This is an optimization exercise on Yosys and OpenROAD, whose aim is small area, a short achievable clock period and few clock cycles per item, not a production implementation. The RTL was checked by simulation tests, not by an equivalence proof against the original design.

## wm_block_blender
module wm_block_blender #(
    parameter  int DATA_W = 8,
    parameter  int MAX_M  = 8,
    localparam int IDX_W  = $clog2(MAX_M * MAX_M)
) (
    input  wire logic              clk,
    input  wire logic              rst,
    input  wire logic [IDX_W-1:0]  cfg_m,
    input  wire logic [DATA_W:0]   cfg_bthr,
    input  wire logic [7:0]        cfg_amin,
    input  wire logic [7:0]        cfg_amax,
    input  wire logic [7:0]        cfg_bmin,
    input  wire logic [7:0]        cfg_bmax,
    input  wire logic              s_valid,
    output logic                   s_ready,
    input  wire logic [DATA_W-1:0] s_data,
    output logic                   m_valid,
    input  wire logic              m_ready,
    output logic [DATA_W-1:0]      m_data,
    output logic                   m_last,
    output logic                   busy,
    output logic                   err
);
==> flow/config.mk <==
export PLATFORM = sky130hd
export DESIGN_NAME = wm_block_blender
export DESIGN_NICKNAME = wm_block_blender
export VERILOG_FILES = /design/flow/design.v
export SDC_FILE = /design/flow/constraint.sdc
export NUM_CORES = 4
export LEC_CHECK = 0
export ABC_AREA = 1
export CAP_MARGIN = 20
export CORE_MARGIN = 2
export CORE_UTILIZATION = 50
export CTS_CLUSTER_DIAMETER = 100
export CTS_CLUSTER_SIZE = 28
export SLEW_MARGIN = 20
export TNS_END_PERCENT = 10
==> flow/constraint.sdc <==
create_clock -name core_clock -period 13.0 [get_ports {clk}]
set_input_delay 2.6000 -clock core_clock [delete_from_list [all_inputs] [get_ports {clk}]]
set_output_delay 2.6000 -clock core_clock [all_outputs]
set_load 0.01 [all_outputs]
standard.sh (not shown) runs the stock make flow with config.mk's settings and CLKGATE_MAP_FILE= SYNTH_SCRIPT=/design/flow/synth_recipe.tcl, a recipe that flattens the netlist after the stock synthesis.
==> flow/flow/run.sh <==
#!/bin/bash
# Own flow: the standard ORFS flow (standard.sh) with two changes in how
# the layout is made; the clock, its period and the I/O constraints are
# unchanged:
#  * timing repair is asked to leave extra setup slack (SETUP_SLACK_MARGIN),
#  * the port buffers are sky130_fd_sc_hd__buf_4 cells.
set -euo pipefail
export SETUP_SLACK_MARGIN=9.5
export BUFFER_PORTS_ARGS="-buffer_cell sky130_fd_sc_hd__buf_4"
bash standard.sh > standard.log 2>&1
The starting point completed with no timing, DRC or antenna violations.
Testbench counts at the start, summed over its fixed seeds: cycles 17,040, items 7,956.
Next try:
--- a/flow/config.mk
+++ b/flow/config.mk
@@ -11 +11 @@
-export CORE_UTILIZATION = 50
+export CORE_UTILIZATION = 55
@@ -15 +15 @@
-export TNS_END_PERCENT = 10
+export TNS_END_PERCENT = 5
What happened: Setup slack degrades by 20 ps. Via count climbs by 0.37%. Hold slack is better by 7.2 ps. First-iteration DRC count went up by 21%.

* * *

wm_block_blender, a different RTL version from the one above (not shown whole).
Size in the first run: ~2400 cells after synthesis, ~750 flip-flops, ~72 I/O pins, ~0.028 mm2 of cells after synthesis.
export LEC_CHECK = 0
export CAP_MARGIN = 20
export CORE_MARGIN = 2
export CORE_UTILIZATION = 50
export CTS_CLUSTER_DIAMETER = 100
export CTS_CLUSTER_SIZE = 28
export SLEW_MARGIN = 20
export TNS_END_PERCENT = 10
create_clock -name core_clock -period 13.0 [get_ports {clk}]
==> flow/flow/run.sh <==
#!/bin/bash
# Own flow: the standard ORFS flow (standard.sh) with two changes in how
# the layout is made; the clock, its period and the I/O constraints are
# unchanged:
#  * timing repair is asked to leave extra setup slack (SETUP_SLACK_MARGIN),
#  * the port buffers are sky130_fd_sc_hd__buf_4 cells.
set -euo pipefail
export SETUP_SLACK_MARGIN=9.2
export BUFFER_PORTS_ARGS="-buffer_cell sky130_fd_sc_hd__buf_4"
bash standard.sh > standard.log 2>&1
Testbench counts at the start, summed over its fixed seeds: cycles 16,896, items 7,956.
Change:
--- a/flow/flow/run.sh
+++ b/flow/flow/run.sh
@@ -7,3 +7,3 @@
 set -euo pipefail
-export SETUP_SLACK_MARGIN=9.2
+export SETUP_SLACK_MARGIN=9.8
 export BUFFER_PORTS_ARGS="-buffer_cell sky130_fd_sc_hd__buf_4"
--- a/flow/config.mk
+++ b/flow/config.mk
@@ -7,2 +7,3 @@
 export LEC_CHECK = 0
+export ABC_AREA = 1
 export CAP_MARGIN = 20
Core utilization rose by 1.1 points.
Sequential share of layout area falls by 1.1 points.
Sequential cell count is unchanged.
Global-route usage is higher by 0.79 points.
Wire length rises by a few percent.
Worst hold slack gains 0.0081 ns.
Critical path depth does not change.
Cell area rises by a few percent.
Fmax came out higher by a few percent.
Change:
==> flow/flow/run.sh (replaced) <==
#!/bin/bash
# Own flow: the standard ORFS flow (standard.sh) with two changes in how
# the layout is made; the clock, its period and the I/O constraints are
# unchanged:
#  * timing repair is asked to leave extra setup slack (SETUP_SLACK_MARGIN),
#  * the port buffers are sky130_fd_sc_hd__buf_2 cells.
set -euo pipefail
export SETUP_SLACK_MARGIN=9.5
export BUFFER_PORTS_ARGS="-buffer_cell sky130_fd_sc_hd__buf_2"
bash standard.sh > standard.log 2>&1
After rerunning: The changed run produced a clean layout; maximum frequency went up slightly; cell area went down by a few percent; global-route usage stays flat; wire length went down slightly.

separate check: timing with driven ports:
Ports are ideal in the flow. The routed layouts listed here were re-timed in OpenROAD. Step 1 sets driving cells, clkbuf_16 on the clock port and buf_2 on the other inputs (assumed; they add their load-dependent delay and slew). Step 2 moves the port delays by t, midway between the first and last clock arrival at a register: inputs arrive t later, outputs are due t later. That takes back most of the time a late clock gives input paths. Three values: no drivers, after step 1, after step 2; two values: the first two.
run | t, ns | setup WS [ns] | hold WS [ns] | worst data-port slew with drivers (ns)
the first run of note 1 | 0.641 | 9.164 / 9.109 / 8.604 | 0.304 / 0.304 / 0.304 | 0.09
the second run of note 1 | 0.633 | 9.144 / 9.085 / 8.507 | 0.311 / 0.311 / 0.311 | 0.08
the first run of note 2 | 0.697 | 9.044 / 9.036 / 8.339 | 0.310 / 0.310 / 0.310 | 0.10
the second run of note 2 | 0.633 | 9.182 / 9.104 / 8.470 | 0.318 / 0.318 / 0.318 | 0.14
the third run of note 2 | 0.640 | 9.197 / 9.123 / 8.483 | 0.318 / 0.318 / 0.318 | 0.15
After both steps every run listed still meets setup and hold. The setup slack of the third run of note 2, which loses most, moves by -0.074 ns with the drivers and by -0.714 ns with both steps.
